Background: an optimization exercise with open tools, aiming at small area, a short achievable clock period and few clock cycles per item. Do not read the settings as production practice. For this run, only the layout was checked, not whether the RTL still works.

==> design/flow/standard.sh <==
#!/bin/bash
# synth_recipe.tcl (not shown) runs the flow's synth.tcl, then flattens the netlist and writes it again
# the make line also repeats each setting of config.mk as NAME=value (left out here)
make -C /OpenROAD-flow-scripts/flow DESIGN_CONFIG=/design/flow/config.mk WORK_HOME=/design/flow/orfs CLKGATE_MAP_FILE= SYNTH_SCRIPT=/design/flow/synth_recipe.tcl "${@:-finish}"
==> design/flow/design.v <==
`default_nettype none
package brm_pkg;
   localparam int IN_W      = 16;
   localparam int PRODUCT_W = 32;
   localparam int MAG_W     = 31;
   localparam int CFG_W     = 5;
   localparam logic [CFG_W-1:0] CFG_RESET = 5'd16;
   localparam logic [CFG_W-1:0] MIN_WIDTH = 5'd2;
   localparam int ROUNDS_PER_STAGE = 2;
endpackage
`default_nettype wire
`default_nettype none
module booth_radix2_multiplier_core #(
   parameter int MAX_WIDTH = 16
) (
   input  logic                      clock,
   input  logic                      reset,
   input  logic                          req_valid,
   output logic                          req_ready,
   input  logic [brm_pkg::IN_W-1:0]      req_multiplicand_bits,
   input  logic [brm_pkg::IN_W-1:0]      req_multiplier_bits,
   output logic                          rsp_valid,
   input  logic                          rsp_ready,
   output logic [brm_pkg::PRODUCT_W-1:0] rsp_product_bits,
   output logic                          rsp_negative,
   output logic [brm_pkg::MAG_W-1:0]     rsp_magnitude,
   input  logic                      csr_write_enable,
   input  logic [brm_pkg::CFG_W-1:0] csr_write_data
);
   logic [15:0] wm, wtop;
   logic [31:0] pmask;
   logic [3:0] nm1_ff;
   always_ff @(posedge clock) begin
      if (reset) begin
         nm1_ff <= 4'd15;
      end else if (csr_write_enable) begin
         nm1_ff <= (csr_write_data < 5'd2) ? 4'd1 : (csr_write_data > 5'd16) ? 4'd15 : 4'(csr_write_data - 5'd1);
      end
   end
   always_comb begin
      for (int i = 0; i < 16; i++) begin
         wm[i] = (4'(i) <= nm1_ff);
      end
   end
   assign wtop = wm & ~(wm >> 1);
   always_comb begin
      for (int i = 0; i < 16; i++) begin
         pmask[2*i]   = wm[i];
         pmask[2*i+1] = wm[i];
      end
   end
   logic        en;
   logic        req_sa, req_sb;
   logic [15:0] ax;
   logic [7:0] one;
   logic [7:0] two;
   logic [7:0] neg;
   logic ng;
   logic [15:0] ax_c;
   logic [15:0] bx_c;
   logic [7:0] one_c;
   logic [7:0] two_c;
   logic [7:0] neg_c;
   logic ng_c;
   logic sx_c;
   logic bl_c;
   assign req_sa = |(req_multiplicand_bits & wtop);
   assign req_sb = |(req_multiplier_bits & wtop);
   assign req_ready = en;
   logic        op_v;
   logic [15:0] ax_q;
   logic [7:0] one_q;
   logic [7:0] two_q;
   logic [7:0] neg_q;
   logic ng_q;
   always_ff @(posedge clock) begin
      if (reset) begin
         op_v <= 1'b0;
      end else if (en) begin
         op_v <= req_valid;
      end
   end
   always_ff @(posedge clock) begin
      if (en) begin
         ax_q <= ax_c;
         one_q <= one_c;
         two_q <= two_c;
         neg_q <= neg_c;
         ng_q <= ng_c;
      end
   end
   assign ax = ax_q;
   assign one = one_q;
   assign two = two_q;
   assign neg = neg_q;
   assign ng = ng_q;
   always_comb begin
      for (int j = 0; j < 16; j++) begin
         ax_c[j] = wm[j] ? req_multiplicand_bits[j] : req_sa;
         bx_c[j] = wm[j] ? req_multiplier_bits[j] : req_sb;
      end
      sx_c = req_sa ^ req_sb;
      ng_c = sx_c & (|(req_multiplicand_bits & wm)) & (|(req_multiplier_bits & wm));
      for (int i = 0; i < 8; i++) begin
         bl_c = (i == 0) ? 1'b0 : bx_c[2*i-1];
         one_c[i] = bx_c[2*i] ^ bl_c;
         two_c[i] = (bx_c[2*i+1] & ~bx_c[2*i] & ~bl_c) | (~bx_c[2*i+1] & bx_c[2*i] & bl_c);
         neg_c[i] = bx_c[2*i+1] ^ sx_c;
      end
   end
   wire pp1 = (one[0] & ax[0]) ^ neg[0];
   wire pp2 = ((one[0] & ax[1]) | (two[0] & ax[0])) ^ neg[0];
   wire pp3 = ((one[0] & ax[2]) | (two[0] & ax[1])) ^ neg[0];
   wire pp4 = ((one[0] & ax[3]) | (two[0] & ax[2])) ^ neg[0];
   wire pp5 = ((one[0] & ax[4]) | (two[0] & ax[3])) ^ neg[0];
   wire pp6 = ((one[0] & ax[5]) | (two[0] & ax[4])) ^ neg[0];
   wire pp7 = ((one[0] & ax[6]) | (two[0] & ax[5])) ^ neg[0];
   wire pp8 = ((one[0] & ax[7]) | (two[0] & ax[6])) ^ neg[0];
   wire pp9 = ((one[0] & ax[8]) | (two[0] & ax[7])) ^ neg[0];
   wire pp10 = ((one[0] & ax[9]) | (two[0] & ax[8])) ^ neg[0];
   wire pp11 = ((one[0] & ax[10]) | (two[0] & ax[9])) ^ neg[0];
   wire pp12 = ((one[0] & ax[11]) | (two[0] & ax[10])) ^ neg[0];
   wire pp13 = ((one[0] & ax[12]) | (two[0] & ax[11])) ^ neg[0];
   wire pp14 = ((one[0] & ax[13]) | (two[0] & ax[12])) ^ neg[0];
   wire pp15 = ((one[0] & ax[14]) | (two[0] & ax[13])) ^ neg[0];
   wire pp16 = ((one[0] & ax[15]) | (two[0] & ax[14])) ^ neg[0];
   wire pp17 = ((one[0] & ax[15]) | (two[0] & ax[15])) ^ neg[0];
   wire ns18 = ~pp17;
   wire u19 = one[0] & ax[0];
   wire un20 = u19 | neg[0];
   wire nu21 = ~u19;
   wire nun22 = ~un20;
   wire pp23 = (one[1] & ax[0]) ^ neg[1];
   wire pp24 = ((one[1] & ax[1]) | (two[1] & ax[0])) ^ neg[1];
   wire pp25 = ((one[1] & ax[2]) | (two[1] & ax[1])) ^ neg[1];
   wire pp26 = ((one[1] & ax[3]) | (two[1] & ax[2])) ^ neg[1];
   wire pp27 = ((one[1] & ax[4]) | (two[1] & ax[3])) ^ neg[1];
   wire pp28 = ((one[1] & ax[5]) | (two[1] & ax[4])) ^ neg[1];
   wire pp29 = ((one[1] & ax[6]) | (two[1] & ax[5])) ^ neg[1];
   wire pp30 = ((one[1] & ax[7]) | (two[1] & ax[6])) ^ neg[1];
   wire pp31 = ((one[1] & ax[8]) | (two[1] & ax[7])) ^ neg[1];
   wire pp32 = ((one[1] & ax[9]) | (two[1] & ax[8])) ^ neg[1];
   wire pp33 = ((one[1] & ax[10]) | (two[1] & ax[9])) ^ neg[1];
   wire pp34 = ((one[1] & ax[11]) | (two[1] & ax[10])) ^ neg[1];
   wire pp35 = ((one[1] & ax[12]) | (two[1] & ax[11])) ^ neg[1];
   wire pp36 = ((one[1] & ax[13]) | (two[1] & ax[12])) ^ neg[1];
   wire pp37 = ((one[1] & ax[14]) | (two[1] & ax[13])) ^ neg[1];
   wire pp38 = ((one[1] & ax[15]) | (two[1] & ax[14])) ^ neg[1];
   wire pp39 = ((one[1] & ax[15]) | (two[1] & ax[15])) ^ neg[1];
   wire ns40 = ~pp39;
   wire u41 = one[1] & ax[0];
   wire un42 = u41 | neg[1];
   wire nu43 = ~u41;
   wire nun44 = ~un42;
   wire pp45 = (one[2] & ax[0]) ^ neg[2];
   wire pp46 = ((one[2] & ax[1]) | (two[2] & ax[0])) ^ neg[2];
   wire pp47 = ((one[2] & ax[2]) | (two[2] & ax[1])) ^ neg[2];
   wire pp48 = ((one[2] & ax[3]) | (two[2] & ax[2])) ^ neg[2];
   wire pp49 = ((one[2] & ax[4]) | (two[2] & ax[3])) ^ neg[2];
   wire pp50 = ((one[2] & ax[5]) | (two[2] & ax[4])) ^ neg[2];
   wire pp51 = ((one[2] & ax[6]) | (two[2] & ax[5])) ^ neg[2];
   wire pp52 = ((one[2] & ax[7]) | (two[2] & ax[6])) ^ neg[2];
   wire pp53 = ((one[2] & ax[8]) | (two[2] & ax[7])) ^ neg[2];
   wire pp54 = ((one[2] & ax[9]) | (two[2] & ax[8])) ^ neg[2];
   wire pp55 = ((one[2] & ax[10]) | (two[2] & ax[9])) ^ neg[2];
   wire pp56 = ((one[2] & ax[11]) | (two[2] & ax[10])) ^ neg[2];
   wire pp57 = ((one[2] & ax[12]) | (two[2] & ax[11])) ^ neg[2];
   wire pp58 = ((one[2] & ax[13]) | (two[2] & ax[12])) ^ neg[2];
   wire pp59 = ((one[2] & ax[14]) | (two[2] & ax[13])) ^ neg[2];
   wire pp60 = ((one[2] & ax[15]) | (two[2] & ax[14])) ^ neg[2];
   wire pp61 = ((one[2] & ax[15]) | (two[2] & ax[15])) ^ neg[2];
   wire ns62 = ~pp61;
   wire u63 = one[2] & ax[0];
   wire un64 = u63 | neg[2];
   wire nu65 = ~u63;
   wire nun66 = ~un64;
   wire pp67 = (one[3] & ax[0]) ^ neg[3];
   wire pp68 = ((one[3] & ax[1]) | (two[3] & ax[0])) ^ neg[3];
   wire pp69 = ((one[3] & ax[2]) | (two[3] & ax[1])) ^ neg[3];
   wire pp70 = ((one[3] & ax[3]) | (two[3] & ax[2])) ^ neg[3];
   wire pp71 = ((one[3] & ax[4]) | (two[3] & ax[3])) ^ neg[3];
   wire pp72 = ((one[3] & ax[5]) | (two[3] & ax[4])) ^ neg[3];
   wire pp73 = ((one[3] & ax[6]) | (two[3] & ax[5])) ^ neg[3];
   wire pp74 = ((one[3] & ax[7]) | (two[3] & ax[6])) ^ neg[3];
   wire pp75 = ((one[3] & ax[8]) | (two[3] & ax[7])) ^ neg[3];
   wire pp76 = ((one[3] & ax[9]) | (two[3] & ax[8])) ^ neg[3];
   wire pp77 = ((one[3] & ax[10]) | (two[3] & ax[9])) ^ neg[3];
   wire pp78 = ((one[3] & ax[11]) | (two[3] & ax[10])) ^ neg[3];
   wire pp79 = ((one[3] & ax[12]) | (two[3] & ax[11])) ^ neg[3];
   wire pp80 = ((one[3] & ax[13]) | (two[3] & ax[12])) ^ neg[3];
   wire pp81 = ((one[3] & ax[14]) | (two[3] & ax[13])) ^ neg[3];
   wire pp82 = ((one[3] & ax[15]) | (two[3] & ax[14])) ^ neg[3];
   wire pp83 = ((one[3] & ax[15]) | (two[3] & ax[15])) ^ neg[3];
   wire ns84 = ~pp83;
   wire u85 = one[3] & ax[0];
   wire un86 = u85 | neg[3];
   wire nu87 = ~u85;
   wire nun88 = ~un86;
   wire pp89 = (one[4] & ax[0]) ^ neg[4];
   wire pp90 = ((one[4] & ax[1]) | (two[4] & ax[0])) ^ neg[4];
   wire pp91 = ((one[4] & ax[2]) | (two[4] & ax[1])) ^ neg[4];
   wire pp92 = ((one[4] & ax[3]) | (two[4] & ax[2])) ^ neg[4];
   wire pp93 = ((one[4] & ax[4]) | (two[4] & ax[3])) ^ neg[4];
   wire pp94 = ((one[4] & ax[5]) | (two[4] & ax[4])) ^ neg[4];
   wire pp95 = ((one[4] & ax[6]) | (two[4] & ax[5])) ^ neg[4];
   wire pp96 = ((one[4] & ax[7]) | (two[4] & ax[6])) ^ neg[4];
   wire pp97 = ((one[4] & ax[8]) | (two[4] & ax[7])) ^ neg[4];
   wire pp98 = ((one[4] & ax[9]) | (two[4] & ax[8])) ^ neg[4];
   wire pp99 = ((one[4] & ax[10]) | (two[4] & ax[9])) ^ neg[4];
   wire pp100 = ((one[4] & ax[11]) | (two[4] & ax[10])) ^ neg[4];
   wire pp101 = ((one[4] & ax[12]) | (two[4] & ax[11])) ^ neg[4];
   wire pp102 = ((one[4] & ax[13]) | (two[4] & ax[12])) ^ neg[4];
   wire pp103 = ((one[4] & ax[14]) | (two[4] & ax[13])) ^ neg[4];
   wire pp104 = ((one[4] & ax[15]) | (two[4] & ax[14])) ^ neg[4];
   wire pp105 = ((one[4] & ax[15]) | (two[4] & ax[15])) ^ neg[4];
   wire ns106 = ~pp105;
   wire u107 = one[4] & ax[0];
   wire un108 = u107 | neg[4];
   wire nu109 = ~u107;
   wire nun110 = ~un108;
   wire pp111 = (one[5] & ax[0]) ^ neg[5];
   wire pp112 = ((one[5] & ax[1]) | (two[5] & ax[0])) ^ neg[5];
   wire pp113 = ((one[5] & ax[2]) | (two[5] & ax[1])) ^ neg[5];
   wire pp114 = ((one[5] & ax[3]) | (two[5] & ax[2])) ^ neg[5];
   wire pp115 = ((one[5] & ax[4]) | (two[5] & ax[3])) ^ neg[5];
   wire pp116 = ((one[5] & ax[5]) | (two[5] & ax[4])) ^ neg[5];
   wire pp117 = ((one[5] & ax[6]) | (two[5] & ax[5])) ^ neg[5];
   wire pp118 = ((one[5] & ax[7]) | (two[5] & ax[6])) ^ neg[5];
   wire pp119 = ((one[5] & ax[8]) | (two[5] & ax[7])) ^ neg[5];
   wire pp120 = ((one[5] & ax[9]) | (two[5] & ax[8])) ^ neg[5];
   wire pp121 = ((one[5] & ax[10]) | (two[5] & ax[9])) ^ neg[5];
   wire pp122 = ((one[5] & ax[11]) | (two[5] & ax[10])) ^ neg[5];
   wire pp123 = ((one[5] & ax[12]) | (two[5] & ax[11])) ^ neg[5];
   wire pp124 = ((one[5] & ax[13]) | (two[5] & ax[12])) ^ neg[5];
   wire pp125 = ((one[5] & ax[14]) | (two[5] & ax[13])) ^ neg[5];
   wire pp126 = ((one[5] & ax[15]) | (two[5] & ax[14])) ^ neg[5];
   wire pp127 = ((one[5] & ax[15]) | (two[5] & ax[15])) ^ neg[5];
   wire ns128 = ~pp127;
   wire u129 = one[5] & ax[0];
   wire un130 = u129 | neg[5];
   wire nu131 = ~u129;
   wire nun132 = ~un130;
   wire pp133 = (one[6] & ax[0]) ^ neg[6];
   wire pp134 = ((one[6] & ax[1]) | (two[6] & ax[0])) ^ neg[6];
   wire pp135 = ((one[6] & ax[2]) | (two[6] & ax[1])) ^ neg[6];
   wire pp136 = ((one[6] & ax[3]) | (two[6] & ax[2])) ^ neg[6];
   wire pp137 = ((one[6] & ax[4]) | (two[6] & ax[3])) ^ neg[6];
   wire pp138 = ((one[6] & ax[5]) | (two[6] & ax[4])) ^ neg[6];
   wire pp139 = ((one[6] & ax[6]) | (two[6] & ax[5])) ^ neg[6];
   wire pp140 = ((one[6] & ax[7]) | (two[6] & ax[6])) ^ neg[6];
   wire pp141 = ((one[6] & ax[8]) | (two[6] & ax[7])) ^ neg[6];
   wire pp142 = ((one[6] & ax[9]) | (two[6] & ax[8])) ^ neg[6];
   wire pp143 = ((one[6] & ax[10]) | (two[6] & ax[9])) ^ neg[6];
   wire pp144 = ((one[6] & ax[11]) | (two[6] & ax[10])) ^ neg[6];
   wire pp145 = ((one[6] & ax[12]) | (two[6] & ax[11])) ^ neg[6];
   wire pp146 = ((one[6] & ax[13]) | (two[6] & ax[12])) ^ neg[6];
   wire pp147 = ((one[6] & ax[14]) | (two[6] & ax[13])) ^ neg[6];
   wire pp148 = ((one[6] & ax[15]) | (two[6] & ax[14])) ^ neg[6];
   wire pp149 = ((one[6] & ax[15]) | (two[6] & ax[15])) ^ neg[6];
   wire ns150 = ~pp149;
   wire u151 = one[6] & ax[0];
   wire un152 = u151 | neg[6];
   wire nu153 = ~u151;
   wire nun154 = ~un152;
   wire pp155 = (one[7] & ax[0]) ^ neg[7];
   wire pp156 = ((one[7] & ax[1]) | (two[7] & ax[0])) ^ neg[7];
   wire pp157 = ((one[7] & ax[2]) | (two[7] & ax[1])) ^ neg[7];
   wire pp158 = ((one[7] & ax[3]) | (two[7] & ax[2])) ^ neg[7];
   wire pp159 = ((one[7] & ax[4]) | (two[7] & ax[3])) ^ neg[7];
   wire pp160 = ((one[7] & ax[5]) | (two[7] & ax[4])) ^ neg[7];
   wire pp161 = ((one[7] & ax[6]) | (two[7] & ax[5])) ^ neg[7];
   wire pp162 = ((one[7] & ax[7]) | (two[7] & ax[6])) ^ neg[7];
   wire pp163 = ((one[7] & ax[8]) | (two[7] & ax[7])) ^ neg[7];
   wire pp164 = ((one[7] & ax[9]) | (two[7] & ax[8])) ^ neg[7];
   wire pp165 = ((one[7] & ax[10]) | (two[7] & ax[9])) ^ neg[7];
   wire pp166 = ((one[7] & ax[11]) | (two[7] & ax[10])) ^ neg[7];
   wire pp167 = ((one[7] & ax[12]) | (two[7] & ax[11])) ^ neg[7];
   wire pp168 = ((one[7] & ax[13]) | (two[7] & ax[12])) ^ neg[7];
   wire pp169 = ((one[7] & ax[14]) | (two[7] & ax[13])) ^ neg[7];
   wire pp170 = ((one[7] & ax[15]) | (two[7] & ax[14])) ^ neg[7];
   wire pp171 = ((one[7] & ax[15]) | (two[7] & ax[15])) ^ neg[7];
   wire ns172 = ~pp171;
   wire u173 = one[7] & ax[0];
   wire un174 = u173 | neg[7];
   wire nu175 = ~u173;
   wire nun176 = ~un174;
   wire s177 = pp11 ^ pp31;
   wire c178 = pp11 & pp31;
   wire s179 = pp12 ^ pp32 ^ pp52;
   wire c180 = (pp12 & pp32) | (pp52 & (pp12 ^ pp32));
   wire s181 = pp13 ^ pp33 ^ pp53;
   wire c182 = (pp13 & pp33) | (pp53 & (pp13 ^ pp33));
   wire s183 = pp73 ^ pp93;
   wire c184 = pp73 & pp93;
   wire s185 = pp14 ^ pp34 ^ pp54;
   wire c186 = (pp14 & pp34) | (pp54 & (pp14 ^ pp34));
   wire s187 = pp74 ^ pp94 ^ pp114;
   wire c188 = (pp74 & pp94) | (pp114 & (pp74 ^ pp94));
   wire s189 = pp15 ^ pp35 ^ pp55;
   wire c190 = (pp15 & pp35) | (pp55 & (pp15 ^ pp35));
   wire s191 = pp75 ^ pp95 ^ pp115;
   wire c192 = (pp75 & pp95) | (pp115 & (pp75 ^ pp95));
   wire s193 = pp135 ^ un152;
   wire c194 = pp135 & un152;
   wire s195 = pp16 ^ pp36 ^ pp56;
   wire c196 = (pp16 & pp36) | (pp56 & (pp16 ^ pp36));
   wire s197 = pp76 ^ pp96 ^ pp116;
   wire c198 = (pp76 & pp96) | (pp116 & (pp76 ^ pp96));
   wire s199 = pp136 ^ pp156 ^ nun176;
   wire c200 = (pp136 & pp156) | (nun176 & (pp136 ^ pp156));
   wire s201 = ns18 ^ pp37 ^ pp57;
   wire c202 = (ns18 & pp37) | (pp57 & (ns18 ^ pp37));
   wire s203 = pp77 ^ pp97 ^ pp117;
   wire c204 = (pp77 & pp97) | (pp117 & (pp77 ^ pp97));
   wire s205 = pp137 ^ pp157 ^ un174;
   wire c206 = (pp137 & pp157) | (un174 & (pp137 ^ pp157));
   wire s207 = pp38 ^ pp58 ^ pp78;
   wire c208 = (pp38 & pp58) | (pp78 & (pp38 ^ pp58));
   wire s209 = pp98 ^ pp118 ^ pp138;
   wire c210 = (pp98 & pp118) | (pp138 & (pp98 ^ pp118));
   wire s211 = pp158 ^ 1'b1;
   wire c212 = pp158 & 1'b1;
   wire s213 = ns40 ^ pp59 ^ pp79;
   wire c214 = (ns40 & pp59) | (pp79 & (ns40 ^ pp59));
   wire s215 = pp99 ^ pp119 ^ pp139;
   wire c216 = (pp99 & pp119) | (pp139 & (pp99 ^ pp119));
   wire s217 = pp60 ^ pp80 ^ pp100;
   wire c218 = (pp60 & pp80) | (pp100 & (pp60 ^ pp80));
   wire s219 = pp120 ^ pp140;
   wire c220 = pp120 & pp140;
   wire s221 = ns62 ^ pp81 ^ pp101;
   wire c222 = (ns62 & pp81) | (pp101 & (ns62 ^ pp81));
   wire s223 = pp82 ^ pp102;
   wire c224 = pp82 & pp102;
   wire s225 = pp7 ^ pp27;
   wire c226 = pp7 & pp27;
   wire s227 = pp8 ^ pp28 ^ pp48;
   wire c228 = (pp8 & pp28) | (pp48 & (pp8 ^ pp28));
   wire s229 = pp9 ^ pp29 ^ pp49;
   wire c230 = (pp9 & pp29) | (pp49 & (pp9 ^ pp29));
   wire s231 = pp69 ^ un86;
   wire c232 = pp69 & un86;
   wire s233 = pp10 ^ pp30 ^ pp50;
   wire c234 = (pp10 & pp30) | (pp50 & (pp10 ^ pp30));
   wire s235 = pp70 ^ pp90 ^ nun110;
   wire c236 = (pp70 & pp90) | (nun110 & (pp70 ^ pp90));
   wire s237 = s177 ^ pp51 ^ pp71;
   wire c238 = (s177 & pp51) | (pp71 & (s177 ^ pp51));
   wire s239 = pp91 ^ un108 ^ nu131;
   wire c240 = (pp91 & un108) | (nu131 & (pp91 ^ un108));
   wire s241 = s179 ^ pp72 ^ pp92;
   wire c242 = (s179 & pp72) | (pp92 & (s179 ^ pp72));
   wire s243 = pp112 ^ nun132 ^ c178;
   wire c244 = (pp112 & nun132) | (c178 & (pp112 ^ nun132));
   wire s245 = s181 ^ s183 ^ pp113;
   wire c246 = (s181 & s183) | (pp113 & (s181 ^ s183));
   wire s247 = un130 ^ nu153 ^ c180;
   wire c248 = (un130 & nu153) | (c180 & (un130 ^ nu153));
   wire s249 = s185 ^ s187 ^ pp134;
   wire c250 = (s185 & s187) | (pp134 & (s185 ^ s187));
   wire s251 = nun154 ^ c182 ^ c184;
   wire c252 = (nun154 & c182) | (c184 & (nun154 ^ c182));
   wire s253 = s189 ^ s191 ^ s193;
   wire c254 = (s189 & s191) | (s193 & (s189 ^ s191));
   wire s255 = nu175 ^ c186 ^ c188;
   wire c256 = (nu175 & c186) | (c188 & (nu175 ^ c186));
   wire s257 = s195 ^ s197 ^ s199;
   wire c258 = (s195 & s197) | (s199 & (s195 ^ s197));
   wire s259 = c190 ^ c192 ^ c194;
   wire c260 = (c190 & c192) | (c194 & (c190 ^ c192));
   wire s261 = s201 ^ s203 ^ s205;
   wire c262 = (s201 & s203) | (s205 & (s201 ^ s203));
   wire s263 = c196 ^ c198 ^ c200;
   wire c264 = (c196 & c198) | (c200 & (c196 ^ c198));
   wire s265 = s207 ^ s209 ^ s211;
   wire c266 = (s207 & s209) | (s211 & (s207 ^ s209));
   wire s267 = c202 ^ c204 ^ c206;
   wire c268 = (c202 & c204) | (c206 & (c202 ^ c204));
   wire s269 = s213 ^ s215 ^ pp159;
   wire c270 = (s213 & s215) | (pp159 & (s213 ^ s215));
   wire s271 = c208 ^ c210 ^ c212;
   wire c272 = (c208 & c210) | (c212 & (c208 ^ c210));
   wire s273 = s217 ^ s219 ^ pp160;
   wire c274 = (s217 & s219) | (pp160 & (s217 ^ s219));
   wire s275 = 1'b1 ^ c214 ^ c216;
   wire c276 = (1'b1 & c214) | (c216 & (1'b1 ^ c214));
   wire s277 = s221 ^ pp121 ^ pp141;
   wire c278 = (s221 & pp121) | (pp141 & (s221 ^ pp121));
   wire s279 = pp161 ^ c218 ^ c220;
   wire c280 = (pp161 & c218) | (c220 & (pp161 ^ c218));
   wire s281 = s223 ^ pp122 ^ pp142;
   wire c282 = (s223 & pp122) | (pp142 & (s223 ^ pp122));
   wire s283 = pp162 ^ 1'b1 ^ c222;
   wire c284 = (pp162 & 1'b1) | (c222 & (pp162 ^ 1'b1));
   wire s285 = ns84 ^ pp103 ^ pp123;
   wire c286 = (ns84 & pp103) | (pp123 & (ns84 ^ pp103));
   wire s287 = pp143 ^ pp163 ^ c224;
   wire c288 = (pp143 & pp163) | (c224 & (pp143 ^ pp163));
   wire s289 = pp104 ^ pp124 ^ pp144;
   wire c290 = (pp104 & pp124) | (pp144 & (pp104 ^ pp124));
   wire s291 = pp164 ^ 1'b1;
   wire c292 = pp164 & 1'b1;
   wire s293 = ns106 ^ pp125 ^ pp145;
   wire c294 = (ns106 & pp125) | (pp145 & (ns106 ^ pp125));
   wire s295 = pp126 ^ pp146;
   wire c296 = pp126 & pp146;
   wire s297 = pp5 ^ pp25;
   wire c298 = pp5 & pp25;
   wire s299 = pp6 ^ pp26 ^ pp46;
   wire c300 = (pp6 & pp26) | (pp46 & (pp6 ^ pp26));
   wire s301 = s225 ^ pp47 ^ un64;
   wire c302 = (s225 & pp47) | (un64 & (s225 ^ pp47));
   wire s303 = s227 ^ pp68 ^ nun88;
   wire c304 = (s227 & pp68) | (nun88 & (s227 ^ pp68));
   wire s305 = s229 ^ s231 ^ nu109;
   wire c306 = (s229 & s231) | (nu109 & (s229 ^ s231));
   wire s307 = s233 ^ s235 ^ c230;
   wire c308 = (s233 & s235) | (c230 & (s233 ^ s235));
   wire s309 = s237 ^ s239 ^ c234;
   wire c310 = (s237 & s239) | (c234 & (s237 ^ s239));
   wire s311 = s241 ^ s243 ^ c238;
   wire c312 = (s241 & s243) | (c238 & (s241 ^ s243));
   wire s313 = s245 ^ s247 ^ c242;
   wire c314 = (s245 & s247) | (c242 & (s245 ^ s247));
   wire s315 = s249 ^ s251 ^ c246;
   wire c316 = (s249 & s251) | (c246 & (s249 ^ s251));
   wire s317 = s253 ^ s255 ^ c250;
   wire c318 = (s253 & s255) | (c250 & (s253 ^ s255));
   wire s319 = s257 ^ s259 ^ c254;
   wire c320 = (s257 & s259) | (c254 & (s257 ^ s259));
   wire s321 = s261 ^ s263 ^ c258;
   wire c322 = (s261 & s263) | (c258 & (s261 ^ s263));
   wire s323 = s265 ^ s267 ^ c262;
   wire c324 = (s265 & s267) | (c262 & (s265 ^ s267));
   wire s325 = s269 ^ s271 ^ c266;
   wire c326 = (s269 & s271) | (c266 & (s269 ^ s271));
   wire s327 = s273 ^ s275 ^ c270;
   wire c328 = (s273 & s275) | (c270 & (s273 ^ s275));
   wire s329 = s277 ^ s279 ^ c274;
   wire c330 = (s277 & s279) | (c274 & (s277 ^ s279));
   wire s331 = s281 ^ s283 ^ c278;
   wire c332 = (s281 & s283) | (c278 & (s281 ^ s283));
   wire s333 = s285 ^ s287 ^ c282;
   wire c334 = (s285 & s287) | (c282 & (s285 ^ s287));
   wire s335 = s289 ^ s291 ^ c286;
   wire c336 = (s289 & s291) | (c286 & (s289 ^ s291));
   wire s337 = s293 ^ pp165 ^ c290;
   wire c338 = (s293 & pp165) | (c290 & (s293 ^ pp165));
   wire s339 = s295 ^ pp166 ^ 1'b1;
   wire c340 = (s295 & pp166) | (1'b1 & (s295 ^ pp166));
   wire s341 = ns128 ^ pp147 ^ pp167;
   wire c342 = (ns128 & pp147) | (pp167 & (ns128 ^ pp147));
   wire s343 = pp148 ^ pp168;
   wire c344 = pp148 & pp168;
   wire s345 = mid_3 ^ mid_4;
   wire c346 = mid_3 & mid_4;
   wire s347 = mid_6 ^ mid_7 ^ mid_8;
   wire c348 = (mid_6 & mid_7) | (mid_8 & (mid_6 ^ mid_7));
   wire s349 = mid_9 ^ mid_10 ^ mid_11;
   wire c350 = (mid_9 & mid_10) | (mid_11 & (mid_9 ^ mid_10));
   wire s351 = mid_12 ^ mid_13 ^ mid_14;
   wire c352 = (mid_12 & mid_13) | (mid_14 & (mid_12 ^ mid_13));
   wire s353 = mid_15 ^ mid_16 ^ mid_17;
   wire c354 = (mid_15 & mid_16) | (mid_17 & (mid_15 ^ mid_16));
   wire s355 = mid_18 ^ mid_19 ^ mid_20;
   wire c356 = (mid_18 & mid_19) | (mid_20 & (mid_18 ^ mid_19));
   wire s357 = mid_21 ^ mid_22 ^ mid_23;
   wire c358 = (mid_21 & mid_22) | (mid_23 & (mid_21 ^ mid_22));
   wire s359 = mid_24 ^ mid_25 ^ mid_26;
   wire c360 = (mid_24 & mid_25) | (mid_26 & (mid_24 ^ mid_25));
   wire s361 = mid_27 ^ mid_28 ^ mid_29;
   wire c362 = (mid_27 & mid_28) | (mid_29 & (mid_27 ^ mid_28));
   wire s363 = mid_30 ^ mid_31 ^ mid_32;
   wire c364 = (mid_30 & mid_31) | (mid_32 & (mid_30 ^ mid_31));
   wire s365 = mid_33 ^ mid_34 ^ mid_35;
   wire c366 = (mid_33 & mid_34) | (mid_35 & (mid_33 ^ mid_34));
   wire s367 = mid_36 ^ mid_37 ^ mid_38;
   wire c368 = (mid_36 & mid_37) | (mid_38 & (mid_36 ^ mid_37));
   wire s369 = mid_39 ^ mid_40 ^ mid_41;
   wire c370 = (mid_39 & mid_40) | (mid_41 & (mid_39 ^ mid_40));
   wire s371 = mid_42 ^ mid_43 ^ mid_44;
   wire c372 = (mid_42 & mid_43) | (mid_44 & (mid_42 ^ mid_43));
   wire s373 = mid_45 ^ mid_46 ^ mid_47;
   wire c374 = (mid_45 & mid_46) | (mid_47 & (mid_45 ^ mid_46));
   wire s375 = mid_48 ^ mid_49 ^ mid_50;
   wire c376 = (mid_48 & mid_49) | (mid_50 & (mid_48 ^ mid_49));
   wire s377 = mid_51 ^ mid_52 ^ mid_53;
   wire c378 = (mid_51 & mid_52) | (mid_53 & (mid_51 ^ mid_52));
   wire s379 = mid_54 ^ mid_55 ^ mid_56;
   wire c380 = (mid_54 & mid_55) | (mid_56 & (mid_54 ^ mid_55));
   wire s381 = mid_57 ^ mid_58 ^ mid_59;
   wire c382 = (mid_57 & mid_58) | (mid_59 & (mid_57 ^ mid_58));
   wire s383 = mid_60 ^ mid_61 ^ mid_62;
   wire c384 = (mid_60 & mid_61) | (mid_62 & (mid_60 ^ mid_61));
   wire s385 = mid_63 ^ mid_64 ^ mid_65;
   wire c386 = (mid_63 & mid_64) | (mid_65 & (mid_63 ^ mid_64));
   wire s387 = mid_66 ^ mid_67 ^ mid_68;
   wire c388 = (mid_66 & mid_67) | (mid_68 & (mid_66 ^ mid_67));
   wire s389 = mid_69 ^ mid_70 ^ mid_71;
   wire c390 = (mid_69 & mid_70) | (mid_71 & (mid_69 ^ mid_70));
   wire s391 = mid_72 ^ mid_73 ^ mid_74;
   wire c392 = (mid_72 & mid_73) | (mid_74 & (mid_72 ^ mid_73));
   wire s393 = mid_75 ^ mid_76 ^ mid_77;
   wire c394 = (mid_75 & mid_76) | (mid_77 & (mid_75 ^ mid_76));
   wire s395 = mid_78 ^ 1'b1 ^ mid_79;
   wire c396 = (mid_78 & 1'b1) | (mid_79 & (mid_78 ^ 1'b1));
   wire s397 = mid_80 ^ mid_81 ^ mid_82;
   wire c398 = (mid_80 & mid_81) | (mid_82 & (mid_80 ^ mid_81));
   wire s399 = mid_83 ^ 1'b1;
   wire c400 = mid_83 & 1'b1;
   wire p401 = mid_1 ^ mid_2;
   wire g402 = mid_1 & mid_2;
   wire p403 = s345 ^ mid_5;
   wire g404 = s345 & mid_5;
   wire p405 = s347 ^ c346;
   wire g406 = s347 & c346;
   wire p407 = s349 ^ c348;
   wire g408 = s349 & c348;
   wire p409 = s351 ^ c350;
   wire g410 = s351 & c350;
   wire p411 = s353 ^ c352;
   wire g412 = s353 & c352;
   wire p413 = s355 ^ c354;
   wire g414 = s355 & c354;
   wire p415 = s357 ^ c356;
   wire g416 = s357 & c356;
   wire p417 = s359 ^ c358;
   wire g418 = s359 & c358;
   wire p419 = s361 ^ c360;
   wire g420 = s361 & c360;
   wire p421 = s363 ^ c362;
   wire g422 = s363 & c362;
   wire p423 = s365 ^ c364;
   wire g424 = s365 & c364;
   wire p425 = s367 ^ c366;
   wire g426 = s367 & c366;
   wire p427 = s369 ^ c368;
   wire g428 = s369 & c368;
   wire p429 = s371 ^ c370;
   wire g430 = s371 & c370;
   wire p431 = s373 ^ c372;
   wire g432 = s373 & c372;
   wire p433 = s375 ^ c374;
   wire g434 = s375 & c374;
   wire p435 = s377 ^ c376;
   wire g436 = s377 & c376;
   wire p437 = s379 ^ c378;
   wire g438 = s379 & c378;
   wire p439 = s381 ^ c380;
   wire g440 = s381 & c380;
   wire p441 = s383 ^ c382;
   wire g442 = s383 & c382;
   wire p443 = s385 ^ c384;
   wire g444 = s385 & c384;
   wire p445 = s387 ^ c386;
   wire g446 = s387 & c386;
   wire p447 = s389 ^ c388;
   wire g448 = s389 & c388;
   wire p449 = s391 ^ c390;
   wire g450 = s391 & c390;
   wire p451 = s393 ^ c392;
   wire g452 = s393 & c392;
   wire p453 = s395 ^ c394;
   wire g454 = s395 & c394;
   wire p455 = s397 ^ c396;
   wire g456 = s397 & c396;
   wire p457 = s399 ^ c398;
   wire g458 = s399 & c398;
   wire p459 = mid_84 ^ c400;
   wire g460 = mid_84 & c400;
   wire T461 = p401 & mid_0;
   wire G462 = g404 | (p403 & g402);
   wire T463 = p403 & p401;
   wire G464 = g406 | (p405 & g404);
   wire T465 = p405 & p403;
   wire G466 = g408 | (p407 & g406);
   wire T467 = p407 & p405;
   wire G468 = g410 | (p409 & g408);
   wire T469 = p409 & p407;
   wire G470 = g412 | (p411 & g410);
   wire T471 = p411 & p409;
   wire G472 = g414 | (p413 & g412);
   wire T473 = p413 & p411;
   wire G474 = g416 | (p415 & g414);
   wire T475 = p415 & p413;
   wire G476 = g418 | (p417 & g416);
   wire T477 = p417 & p415;
   wire G478 = g420 | (p419 & g418);
   wire T479 = p419 & p417;
   wire G480 = g422 | (p421 & g420);
   wire T481 = p421 & p419;
   wire G482 = g424 | (p423 & g422);
   wire T483 = p423 & p421;
   wire G484 = g426 | (p425 & g424);
   wire T485 = p425 & p423;
   wire G486 = g428 | (p427 & g426);
   wire T487 = p427 & p425;
   wire G488 = g430 | (p429 & g428);
   wire T489 = p429 & p427;
   wire G490 = g432 | (p431 & g430);
   wire T491 = p431 & p429;
   wire G492 = g434 | (p433 & g432);
   wire T493 = p433 & p431;
   wire G494 = g436 | (p435 & g434);
   wire T495 = p435 & p433;
   wire G496 = g438 | (p437 & g436);
   wire T497 = p437 & p435;
   wire G498 = g440 | (p439 & g438);
   wire T499 = p439 & p437;
   wire G500 = g442 | (p441 & g440);
   wire T501 = p441 & p439;
   wire G502 = g444 | (p443 & g442);
   wire T503 = p443 & p441;
   wire G504 = g446 | (p445 & g444);
   wire T505 = p445 & p443;
   wire G506 = g448 | (p447 & g446);
   wire T507 = p447 & p445;
   wire G508 = g450 | (p449 & g448);
   wire T509 = p449 & p447;
   wire G510 = g452 | (p451 & g450);
   wire T511 = p451 & p449;
   wire G512 = g454 | (p453 & g452);
   wire T513 = p453 & p451;
   wire G514 = g456 | (p455 & g454);
   wire T515 = p455 & p453;
   wire G516 = g458 | (p457 & g456);
   wire T517 = p457 & p455;
   wire G518 = g460 | (p459 & g458);
   wire T519 = p459 & p457;
   wire G520 = 1'b1 & g460;
   wire T521 = 1'b1 & p459;
   wire T522 = T463 & mid_0;
   wire G523 = G464 | (T465 & g402);
   wire T524 = T465 & T461;
   wire G525 = G466 | (T467 & G462);
   wire T526 = T467 & T463;
   wire G527 = G468 | (T469 & G464);
   wire T528 = T469 & T465;
   wire G529 = G470 | (T471 & G466);
   wire T530 = T471 & T467;
   wire G531 = G472 | (T473 & G468);
   wire T532 = T473 & T469;
   wire G533 = G474 | (T475 & G470);
   wire T534 = T475 & T471;
   wire G535 = G476 | (T477 & G472);
   wire T536 = T477 & T473;
   wire G537 = G478 | (T479 & G474);
   wire T538 = T479 & T475;
   wire G539 = G480 | (T481 & G476);
   wire T540 = T481 & T477;
   wire G541 = G482 | (T483 & G478);
   wire T542 = T483 & T479;
   wire G543 = G484 | (T485 & G480);
   wire T544 = T485 & T481;
   wire G545 = G486 | (T487 & G482);
   wire T546 = T487 & T483;
   wire G547 = G488 | (T489 & G484);
   wire T548 = T489 & T485;
   wire G549 = G490 | (T491 & G486);
   wire T550 = T491 & T487;
   wire G551 = G492 | (T493 & G488);
   wire T552 = T493 & T489;
   wire G553 = G494 | (T495 & G490);
   wire T554 = T495 & T491;
   wire G555 = G496 | (T497 & G492);
   wire T556 = T497 & T493;
   wire G557 = G498 | (T499 & G494);
   wire T558 = T499 & T495;
   wire G559 = G500 | (T501 & G496);
   wire T560 = T501 & T497;
   wire G561 = G502 | (T503 & G498);
   wire T562 = T503 & T499;
   wire G563 = G504 | (T505 & G500);
   wire T564 = T505 & T501;
   wire G565 = G506 | (T507 & G502);
   wire T566 = T507 & T503;
   wire G567 = G508 | (T509 & G504);
   wire T568 = T509 & T505;
   wire G569 = G510 | (T511 & G506);
   wire T570 = T511 & T507;
   wire G571 = G512 | (T513 & G508);
   wire T572 = T513 & T509;
   wire G573 = G514 | (T515 & G510);
   wire T574 = T515 & T511;
   wire G575 = G516 | (T517 & G512);
   wire T576 = T517 & T513;
   wire G577 = G518 | (T519 & G514);
   wire T578 = T519 & T515;
   wire G579 = G520 | (T521 & G516);
   wire T580 = T521 & T517;
   wire T581 = T526 & mid_0;
   wire G582 = G527 | (T528 & g402);
   wire T583 = T528 & T461;
   wire G584 = G529 | (T530 & G462);
   wire T585 = T530 & T522;
   wire G586 = G531 | (T532 & G523);
   wire T587 = T532 & T524;
   wire G588 = G533 | (T534 & G525);
   wire T589 = T534 & T526;
   wire G590 = G535 | (T536 & G527);
   wire T591 = T536 & T528;
   wire G592 = G537 | (T538 & G529);
   wire T593 = T538 & T530;
   wire G594 = G539 | (T540 & G531);
   wire T595 = T540 & T532;
   wire G596 = G541 | (T542 & G533);
   wire T597 = T542 & T534;
   wire G598 = G543 | (T544 & G535);
   wire T599 = T544 & T536;
   wire G600 = G545 | (T546 & G537);
   wire T601 = T546 & T538;
   wire G602 = G547 | (T548 & G539);
   wire T603 = T548 & T540;
   wire G604 = G549 | (T550 & G541);
   wire T605 = T550 & T542;
   wire G606 = G551 | (T552 & G543);
   wire T607 = T552 & T544;
   wire G608 = G553 | (T554 & G545);
   wire T609 = T554 & T546;
   wire G610 = G555 | (T556 & G547);
   wire T611 = T556 & T548;
   wire G612 = G557 | (T558 & G549);
   wire T613 = T558 & T550;
   wire G614 = G559 | (T560 & G551);
   wire T615 = T560 & T552;
   wire G616 = G561 | (T562 & G553);
   wire T617 = T562 & T554;
   wire G618 = G563 | (T564 & G555);
   wire T619 = T564 & T556;
   wire G620 = G565 | (T566 & G557);
   wire T621 = T566 & T558;
   wire G622 = G567 | (T568 & G559);
   wire T623 = T568 & T560;
   wire G624 = G569 | (T570 & G561);
   wire T625 = T570 & T562;
   wire G626 = G571 | (T572 & G563);
   wire T627 = T572 & T564;
   wire G628 = G573 | (T574 & G565);
   wire T629 = T574 & T566;
   wire G630 = G575 | (T576 & G567);
   wire T631 = T576 & T568;
   wire G632 = G577 | (T578 & G569);
   wire T633 = T578 & T570;
   wire G634 = G579 | (T580 & G571);
   wire T635 = T580 & T572;
   wire T636 = T589 & mid_0;
   wire G637 = G590 | (T591 & g402);
   wire T638 = T591 & T461;
   wire G639 = G592 | (T593 & G462);
   wire T640 = T593 & T522;
   wire G641 = G594 | (T595 & G523);
   wire T642 = T595 & T524;
   wire G643 = G596 | (T597 & G525);
   wire T644 = T597 & T581;
   wire G645 = G598 | (T599 & G582);
   wire T646 = T599 & T583;
   wire G647 = G600 | (T601 & G584);
   wire T648 = T601 & T585;
   wire G649 = G602 | (T603 & G586);
   wire T650 = T603 & T587;
   wire G651 = G604 | (T605 & G588);
   wire T652 = T605 & T589;
   wire G653 = G606 | (T607 & G590);
   wire T654 = T607 & T591;
   wire G655 = G608 | (T609 & G592);
   wire T656 = T609 & T593;
   wire G657 = G610 | (T611 & G594);
   wire T658 = T611 & T595;
   wire G659 = G612 | (T613 & G596);
   wire T660 = T613 & T597;
   wire G661 = G614 | (T615 & G598);
   wire T662 = T615 & T599;
   wire G663 = G616 | (T617 & G600);
   wire T664 = T617 & T601;
   wire G665 = G618 | (T619 & G602);
   wire T666 = T619 & T603;
   wire G667 = G620 | (T621 & G604);
   wire T668 = T621 & T605;
   wire G669 = G622 | (T623 & G606);
   wire T670 = T623 & T607;
   wire G671 = G624 | (T625 & G608);
   wire T672 = T625 & T609;
   wire G673 = G626 | (T627 & G610);
   wire T674 = T627 & T611;
   wire G675 = G628 | (T629 & G612);
   wire T676 = T629 & T613;
   wire G677 = G630 | (T631 & G614);
   wire T678 = T631 & T615;
   wire G679 = G632 | (T633 & G616);
   wire T680 = T633 & T617;
   wire G681 = G634 | (T635 & G618);
   wire T682 = T635 & T619;
   wire T683 = T652 & mid_0;
   wire G684 = G653 | (T654 & g402);
   wire T685 = T654 & T461;
   wire G686 = G655 | (T656 & G462);
   wire T687 = T656 & T522;
   wire G688 = G657 | (T658 & G523);
   wire T689 = T658 & T524;
   wire G690 = G659 | (T660 & G525);
   wire T691 = T660 & T581;
   wire G692 = G661 | (T662 & G582);
   wire T693 = T662 & T583;
   wire G694 = G663 | (T664 & G584);
   wire T695 = T664 & T585;
   wire G696 = G665 | (T666 & G586);
   wire T697 = T666 & T587;
   wire G698 = G667 | (T668 & G588);
   wire T699 = T668 & T636;
   wire G700 = G669 | (T670 & G637);
   wire T701 = T670 & T638;
   wire G702 = G671 | (T672 & G639);
   wire T703 = T672 & T640;
   wire G704 = G673 | (T674 & G641);
   wire T705 = T674 & T642;
   wire G706 = G675 | (T676 & G643);
   wire T707 = T676 & T644;
   wire G708 = G677 | (T678 & G645);
   wire T709 = T678 & T646;
   wire G710 = G679 | (T680 & G647);
   wire T711 = T680 & T648;
   wire G712 = G681 | (T682 & G649);
   wire T713 = T682 & T650;
   logic mid_v;
   logic mid_0;
   logic mid_1;
   logic mid_2;
   logic mid_3;
   logic mid_4;
   logic mid_5;
   logic mid_6;
   logic mid_7;
   logic mid_8;
   logic mid_9;
   logic mid_10;
   logic mid_11;
   logic mid_12;
   logic mid_13;
   logic mid_14;
   logic mid_15;
   logic mid_16;
   logic mid_17;
   logic mid_18;
   logic mid_19;
   logic mid_20;
   logic mid_21;
   logic mid_22;
   logic mid_23;
   logic mid_24;
   logic mid_25;
   logic mid_26;
   logic mid_27;
   logic mid_28;
   logic mid_29;
   logic mid_30;
   logic mid_31;
   logic mid_32;
   logic mid_33;
   logic mid_34;
   logic mid_35;
   logic mid_36;
   logic mid_37;
   logic mid_38;
   logic mid_39;
   logic mid_40;
   logic mid_41;
   logic mid_42;
   logic mid_43;
   logic mid_44;
   logic mid_45;
   logic mid_46;
   logic mid_47;
   logic mid_48;
   logic mid_49;
   logic mid_50;
   logic mid_51;
   logic mid_52;
   logic mid_53;
   logic mid_54;
   logic mid_55;
   logic mid_56;
   logic mid_57;
   logic mid_58;
   logic mid_59;
   logic mid_60;
   logic mid_61;
   logic mid_62;
   logic mid_63;
   logic mid_64;
   logic mid_65;
   logic mid_66;
   logic mid_67;
   logic mid_68;
   logic mid_69;
   logic mid_70;
   logic mid_71;
   logic mid_72;
   logic mid_73;
   logic mid_74;
   logic mid_75;
   logic mid_76;
   logic mid_77;
   logic mid_78;
   logic mid_79;
   logic mid_80;
   logic mid_81;
   logic mid_82;
   logic mid_83;
   logic mid_84;
   logic mid_85;
   always_ff @(posedge clock) begin
      if (reset) begin
         mid_v <= 1'b0;
      end else if (en) begin
         mid_v <= op_v;
      end
   end
   always_ff @(posedge clock) begin
      if (en) begin
         mid_0 <= nu21;
         mid_1 <= pp2;
         mid_2 <= nun22;
         mid_3 <= pp3;
         mid_4 <= un20;
         mid_5 <= nu43;
         mid_6 <= pp4;
         mid_7 <= pp24;
         mid_8 <= nun44;
         mid_9 <= s297;
         mid_10 <= un42;
         mid_11 <= nu65;
         mid_12 <= s299;
         mid_13 <= nun66;
         mid_14 <= c298;
         mid_15 <= s301;
         mid_16 <= nu87;
         mid_17 <= c300;
         mid_18 <= s303;
         mid_19 <= c226;
         mid_20 <= c302;
         mid_21 <= s305;
         mid_22 <= c228;
         mid_23 <= c304;
         mid_24 <= s307;
         mid_25 <= c232;
         mid_26 <= c306;
         mid_27 <= s309;
         mid_28 <= c236;
         mid_29 <= c308;
         mid_30 <= s311;
         mid_31 <= c240;
         mid_32 <= c310;
         mid_33 <= s313;
         mid_34 <= c244;
         mid_35 <= c312;
         mid_36 <= s315;
         mid_37 <= c248;
         mid_38 <= c314;
         mid_39 <= s317;
         mid_40 <= c252;
         mid_41 <= c316;
         mid_42 <= s319;
         mid_43 <= c256;
         mid_44 <= c318;
         mid_45 <= s321;
         mid_46 <= c260;
         mid_47 <= c320;
         mid_48 <= s323;
         mid_49 <= c264;
         mid_50 <= c322;
         mid_51 <= s325;
         mid_52 <= c268;
         mid_53 <= c324;
         mid_54 <= s327;
         mid_55 <= c272;
         mid_56 <= c326;
         mid_57 <= s329;
         mid_58 <= c276;
         mid_59 <= c328;
         mid_60 <= s331;
         mid_61 <= c280;
         mid_62 <= c330;
         mid_63 <= s333;
         mid_64 <= c284;
         mid_65 <= c332;
         mid_66 <= s335;
         mid_67 <= c288;
         mid_68 <= c334;
         mid_69 <= s337;
         mid_70 <= c292;
         mid_71 <= c336;
         mid_72 <= s339;
         mid_73 <= c294;
         mid_74 <= c338;
         mid_75 <= s341;
         mid_76 <= c296;
         mid_77 <= c340;
         mid_78 <= s343;
         mid_79 <= c342;
         mid_80 <= ns150;
         mid_81 <= pp169;
         mid_82 <= c344;
         mid_83 <= pp170;
         mid_84 <= ns172;
         mid_85 <= ng;
      end
   end
   logic [31:0] prod_w;
   logic [30:0] mag_w;
   assign prod_w = {(mid_85 ? ~(1'b1 ^ G710) : (1'b1 ^ (G710 | T711))), (mid_85 ? ~(p459 ^ G708) : (p459 ^ (G708 | T709))), (mid_85 ? ~(p457 ^ G706) : (p457 ^ (G706 | T707))), (mid_85 ? ~(p455 ^ G704) : (p455 ^ (G704 | T705))), (mid_85 ? ~(p453 ^ G702) : (p453 ^ (G702 | T703))), (mid_85 ? ~(p451 ^ G700) : (p451 ^ (G700 | T701))), (mid_85 ? ~(p449 ^ G698) : (p449 ^ (G698 | T699))), (mid_85 ? ~(p447 ^ G696) : (p447 ^ (G696 | T697))), (mid_85 ? ~(p445 ^ G694) : (p445 ^ (G694 | T695))), (mid_85 ? ~(p443 ^ G692) : (p443 ^ (G692 | T693))), (mid_85 ? ~(p441 ^ G690) : (p441 ^ (G690 | T691))), (mid_85 ? ~(p439 ^ G688) : (p439 ^ (G688 | T689))), (mid_85 ? ~(p437 ^ G686) : (p437 ^ (G686 | T687))), (mid_85 ? ~(p435 ^ G684) : (p435 ^ (G684 | T685))), (mid_85 ? ~(p433 ^ G651) : (p433 ^ (G651 | T683))), (mid_85 ? ~(p431 ^ G649) : (p431 ^ (G649 | T650))), (mid_85 ? ~(p429 ^ G647) : (p429 ^ (G647 | T648))), (mid_85 ? ~(p427 ^ G645) : (p427 ^ (G645 | T646))), (mid_85 ? ~(p425 ^ G643) : (p425 ^ (G643 | T644))), (mid_85 ? ~(p423 ^ G641) : (p423 ^ (G641 | T642))), (mid_85 ? ~(p421 ^ G639) : (p421 ^ (G639 | T640))), (mid_85 ? ~(p419 ^ G637) : (p419 ^ (G637 | T638))), (mid_85 ? ~(p417 ^ G588) : (p417 ^ (G588 | T636))), (mid_85 ? ~(p415 ^ G586) : (p415 ^ (G586 | T587))), (mid_85 ? ~(p413 ^ G584) : (p413 ^ (G584 | T585))), (mid_85 ? ~(p411 ^ G582) : (p411 ^ (G582 | T583))), (mid_85 ? ~(p409 ^ G525) : (p409 ^ (G525 | T581))), (mid_85 ? ~(p407 ^ G523) : (p407 ^ (G523 | T524))), (mid_85 ? ~(p405 ^ G462) : (p405 ^ (G462 | T522))), (mid_85 ? ~(p403 ^ g402) : (p403 ^ (g402 | T461))), (mid_85 ? ~(p401 ^ 1'b0) : (p401 ^ (1'b0 | mid_0))), (mid_85 ? ~mid_0 : ~mid_0)} & pmask;
   assign mag_w  = {(p459 ^ (G708 | T709)), (p457 ^ (G706 | T707)), (p455 ^ (G704 | T705)), (p453 ^ (G702 | T703)), (p451 ^ (G700 | T701)), (p449 ^ (G698 | T699)), (p447 ^ (G696 | T697)), (p445 ^ (G694 | T695)), (p443 ^ (G692 | T693)), (p441 ^ (G690 | T691)), (p439 ^ (G688 | T689)), (p437 ^ (G686 | T687)), (p435 ^ (G684 | T685)), (p433 ^ (G651 | T683)), (p431 ^ (G649 | T650)), (p429 ^ (G647 | T648)), (p427 ^ (G645 | T646)), (p425 ^ (G643 | T644)), (p423 ^ (G641 | T642)), (p421 ^ (G639 | T640)), (p419 ^ (G637 | T638)), (p417 ^ (G588 | T636)), (p415 ^ (G586 | T587)), (p413 ^ (G584 | T585)), (p411 ^ (G582 | T583)), (p409 ^ (G525 | T581)), (p407 ^ (G523 | T524)), (p405 ^ (G462 | T522)), (p403 ^ (g402 | T461)), (p401 ^ (1'b0 | mid_0)), ~mid_0};
   logic        out_v;
   logic [31:0] prod_ff;
   logic [29:1] mag_ff;
   logic        neg_ff;
   assign en = rsp_ready;
   always_ff @(posedge clock) begin
      if (reset) begin
         out_v <= 1'b0;
      end else if (en) begin
         out_v <= mid_v;
      end
   end
   always_ff @(posedge clock) begin
      if (en) begin
         prod_ff <= prod_w;
         mag_ff  <= mag_w[29:1];
         neg_ff  <= mid_85;
      end
   end
   assign rsp_valid        = out_v;
   assign rsp_product_bits = prod_ff;
   assign rsp_magnitude    = {prod_ff[30] & ~neg_ff, mag_ff, prod_ff[0]};
   assign rsp_negative     = neg_ff;
endmodule
`default_nettype wire
==> design/flow/constraint.sdc <==
create_clock -name core_clock -period 7.2 [get_ports {clock}]
set_input_delay 1.4400 -clock core_clock [delete_from_list [all_inputs] [get_ports {clock}]]
set_output_delay 1.4400 -clock core_clock [all_outputs]
set_load 0.01 [all_outputs]
==> design/flow/flow/run.sh <==
#!/bin/bash
# Layout flow: the standard ORFS flow (standard.sh) with two changes:
#  1. synthesis: the same script, except that Yosys's "synth -run fine:" step
#     gets -noabc, so the quick ABC pass there does not re-encode the adder
#     trees before extract_fa (it leaves fewer inverters around the fa/ha
#     cells); flops, hierarchy flattening and renaming are as in synth_recipe.tcl.
#  2. port buffers are sky130_fd_sc_hd__buf_2 instead of the delay cell that
#     buffer_ports picks by default.
# Each tool's output goes to the ORFS logs under orfs/logs; make's own output
# goes to flow_make.log here.
set -euo pipefail
here=$(pwd)
sed 's|^proc synth {args} { yosys synth -nofsm -noshare {\*}\$args }|proc synth {args} { if {[lsearch -exact $args fine:] >= 0} { lappend args -noabc }; yosys synth -nofsm -noshare {*}$args }|' synth_recipe.tcl > flow_synth.tcl
grep -q -- '-noabc' flow_synth.tcl
sed -e "s|SYNTH_SCRIPT=[^ ]*|SYNTH_SCRIPT=$here/flow_synth.tcl|" \
    -e 's|"\${@:-finish}"|BUFFER_PORTS_ARGS="-buffer_cell sky130_fd_sc_hd__buf_2" "${@:-finish}"|' standard.sh > flow_standard_mod.sh
grep -q flow_synth.tcl flow_standard_mod.sh
bash flow_standard_mod.sh > flow_make.log 2>&1
==> design/flow/config.mk <==
export PLATFORM = sky130hd
export DESIGN_NAME = booth_radix2_multiplier_core
export DESIGN_NICKNAME = booth_radix2_multiplier_core
export VERILOG_FILES = /design/flow/design.v
export SDC_FILE = /design/flow/constraint.sdc
export NUM_CORES = 4
export LEC_CHECK = 0
export ABC_CLOCK_PERIOD_IN_PS = 3100
export CAP_MARGIN = 20
export CORE_MARGIN = 2
export CORE_UTILIZATION = 40
export CTS_BUF_LIST = sky130_fd_sc_hd__clkbuf_8
export PLACE_DENSITY = 0.6
export SETUP_SLACK_MARGIN = 4.1
export SLEW_MARGIN = 20
==> flow_metrics.env <==
export IMPL_h_tree_depth=4
export IMPL_synth_avg_cell_area_um2=10.59
export IMPL_rsz0062_at_grt="true"
export IMPL_skew_ns=0.02503
export IMPL_dp_cells=1889
export IMPL_drtIter0Drc=1497
export IMPL_cp_end_kind="flop"
export IMPL_fp_dieArea_mm2=0.03914
export IMPL_numCtsBuffers=17
export IMPL_via_per_inst=6.010
export IMPL_period_share_pct=43.74
export IMPL_slew_headroom_pct=30.94
export IMPL_setup_viol=0
export IMPL_wl_per_cell_um=23.99
export IMPL_globalRouteTotalUtil_pct=24.65
export IMPL_hold_slack_ns=0.4912
export IMPL_chipWidth_um=197.8
export IMPL_wl_met1_mm=19.95
export IMPL_dieHeight_um=197.8
export IMPL_place_ws_ns=3.290
export IMPL_synth_area_leaders="edfxtp_1, fa_1, xnor2_1"
export IMPL_wirelength_mm=48.67
export IMPL_vias=12200
export IMPL_firstDrtPassIters=5
export IMPL_io_pin_count=108
export IMPL_cts_root_buf="clkbuf_8"
export IMPL_diodes=0
export IMPL_clock_sinks=196
export IMPL_core_area_mm2=0.03731
export IMPL_ys_flop_type="edfxtp_1"
export IMPL_synthCells=1419
export IMPL_grt_pass1_vias=11720
export IMPL_final_cells=2029
export IMPL_route_met2_wl_mm=22.98
export IMPL_grt_overflow_total=0
export IMPL_fin_crit_ns=3.149
export IMPL_required_ns=7.45
export IMPL_status="timing/DRC/antenna clean"
export IMPL_place_congestion=0.9271
export IMPL_path_clk_slew_ns=0.12
export IMPL_synth_top_area_cell="edfxtp_1"
export IMPL_grt_pass1_wl_mm=71.85
export IMPL_drc_errors=0
export IMPL_ant_nets=0
export IMPL_path_max_fanout=7
export IMPL_start_util_pct=40.29
export IMPL_synthArstFlopShare_pct=0
export IMPL_synth_cell_type_count=77
export IMPL_max_freq_mhz=317.6
export IMPL_tightest_slew_ns=1.036
export IMPL_grt_max_degree=76
export IMPL_hp_class="reg2reg"
export IMPL_cp_data_arrival_time_ns=3.40
export IMPL_highest_layer="met4"
export IMPL_numPortBuffers=107
export IMPL_start_kind="flop"
export IMPL_syn_nets=1604
export IMPL_timing_final_ws_setup_ns=4.051
export IMPL_maxSlewViolCount=0
export IMPL_synth_area_mm2=0.01503
export IMPL_antenna_found_initial=1
export IMPL_area_growth_syn_to_layout_pct=19.70
export IMPL_wl_met3_mm=3.900
export IMPL_hpwl_mm=32.56
export IMPL_final_hold_violation_count=0
export IMPL_cts_tree="yes"
export IMPL_ys_ff_latch=196
export IMPL_synth_top_area_share_pct=37.76
export IMPL_crit_type="reg2reg"
export IMPL_synth_edf_count=189
export IMPL_yosysSeqAreaShare_pct=38.69
export IMPL_cts_max_path_buffers=2
export IMPL_finalSetupTns_ns=0
export IMPL_clock_latency_ns=0.50
export IMPL_final_layout_size_suffix_gt1_share_pct=24.12
export IMPL_layout_nets=1727
export IMPL_ys_warnings_count=1
export IMPL_rows=71
export IMPL_drv_cap=0
placed cells by master, fill, tap and decap left out, types with 7 or more instances in the layout:
| master | instances |
|---|---|
| xnor2_1 | 147 |
| nand4_1 | 17 |
| nor2_1 | 86 |
| fa_2 | 8 |
| xor2_1 | 43 |
| o21ai_0 | 39 |
| inv_1 | 70 |
| ha_1 | 23 |
| o21a_1 | 7 |
| nand2b_1 | 8 |
| buf_4 | 94 |
| dfxtp_1 | 7 |
| a22oi_1 | 122 |
| buf_12 | 27 |
| o21ai_2 | 7 |
| a21oi_1 | 79 |
| buf_2 | 105 |
| nand3_1 | 21 |
| mux2i_1 | 25 |
| clkbuf_8 | 20 |
| ha_4 | 23 |
| nand2_1 | 64 |
| edfxtp_1 | 189 |
| nor3_1 | 10 |
| o21ai_1 | 14 |
| a21o_1 | 18 |
| a21oi_2 | 16 |
| fa_1 | 88 |
logic make-up after synthesis:
group	share of synthesized area, %
xor gates and xnor gates	11.07
muxes	2.181
adders and majority gates	16.83
and+or+nand+nor	8.832
DFF	38.69
buffers and inverters	5.178
AOI/OAI and AO/OA	17.21
critical path: stages (launching register included):
cell,delay [ns]
edfxtp_1,0.49
fa_1,0.62
ha_4,0.25
a21oi_4,0.22
o211ai_1,0.12
buf_4,0.16
a22oi_2,0.26
a21oi_2,0.15
o211ai_1,0.24
a311oi_1,0.13
a41o_1,0.24
final cells by class:
cell class / count / area, um2
clock buffers: 17 / 234.0
clock inverters: 15 / 118.9
fillers: 3370 / 19320
inverters: 69 / 259.0
multi-input cells: 1026 / 9110
flip-flops and latches: 196 / 5816
well taps: 474 / 593.1
repair buffers: 232 / 1861
Yosys cell counts (5+ instances only):
cell,n
dfxtp_1,7
xor2_1,43
inv_1,69
and2_1,6
nor3b_1,7
buf_1,14
a221oi_1,6
o21ai_0,59
clkbuf_1,97
o22ai_1,5
a31oi_1,5
nor2_1,89
a211o_1,6
a22oi_1,123
a21oi_1,98
nand3_1,23
buf_2,13
nand2_1,68
nor3_1,13
mux2i_1,26
a21o_1,18
o21a_1,9
o211ai_1,6
or2_2,5
xnor2_1,147
ha_1,47
nor2b_1,6
nand4_1,17
nand3b_1,6
fa_1,96
nand2b_1,8
edfxtp_1,189
timing repair:
action / in CTS / in global routing
hold buffers: 0 / 0
gates resized for setup: 102 / 43
pin swaps: 10 / 18
setup buffers: 64 / 41
cloned: 3 / 0
endpoints found under the setup margin: 69 / 42
layer usage:
layer | GRT usage [%] | vias to the layer above
li1 | - | 5346
met4 | 10.36 | 0
met1 | 32.30 | 6043
met3 | 3.918 | 117
met2 | 40.66 | 689
met5 | 0 | -
final timing paths:
check / start / end / slack (ns) / depth (start not counted)
hold / removal: nm1_ff[3] / nm1_ff[3] / 0.49 / 1
setup reg to reg: mid_12 / prod_ff[26] / 4.05 / 10
setup / recovery: mid_12 / prod_ff[26] / 4.05 / 10
hold reg to reg: nm1_ff[3] / nm1_ff[3] / 0.49 / 1
metrics by stage:
stage / cell area, um2 / util [%]
6_report: 17990 / 48.22
5_1_grt: 17990 / 48.22
4_1_cts: 17360 / 46.52
3_5_place_dp: 15790 / 42.33
3_3_place_gp: 15790 / 42.33
2_1_floorplan: 15080 / -
sequential cells by signal (all words and copies together) (netlist names), 4 cells and up:
name     count
prod_ff     32
mag_ff      29
ax_q        16
neg_q        8
one_q        8
two_q        8
nm1_ff       4

[port drivers added, routing unchanged]
The results above use ideal ports. As a check the final layout listed here was re-extracted and re-timed, cells and wires unchanged.
Step 1, drivers: a clkbuf_16 drives clock and a buf_2 each remaining input, both assumed.
Step 2 also shifts input and output timing later by t, the mid clock arrival at the registers, as if the neighbouring blocks saw the same clock.
Slacks: ideal ports / drivers / drivers and shift; pairs: ideal ports / drivers.
t (ns): 0.538
slack for setup (ns): 4.051 / 3.868 / 3.703
latest minus earliest clock arrival (ns): 0.026 / 0.027
worst slew at a driven data input, ns: 0.26
pins driven straight from the clock port: 1
After both steps this run still meets setup and hold. For this run, drivers alone change the setup slack by -0.183 ns; drivers and shift together by -0.348 ns.
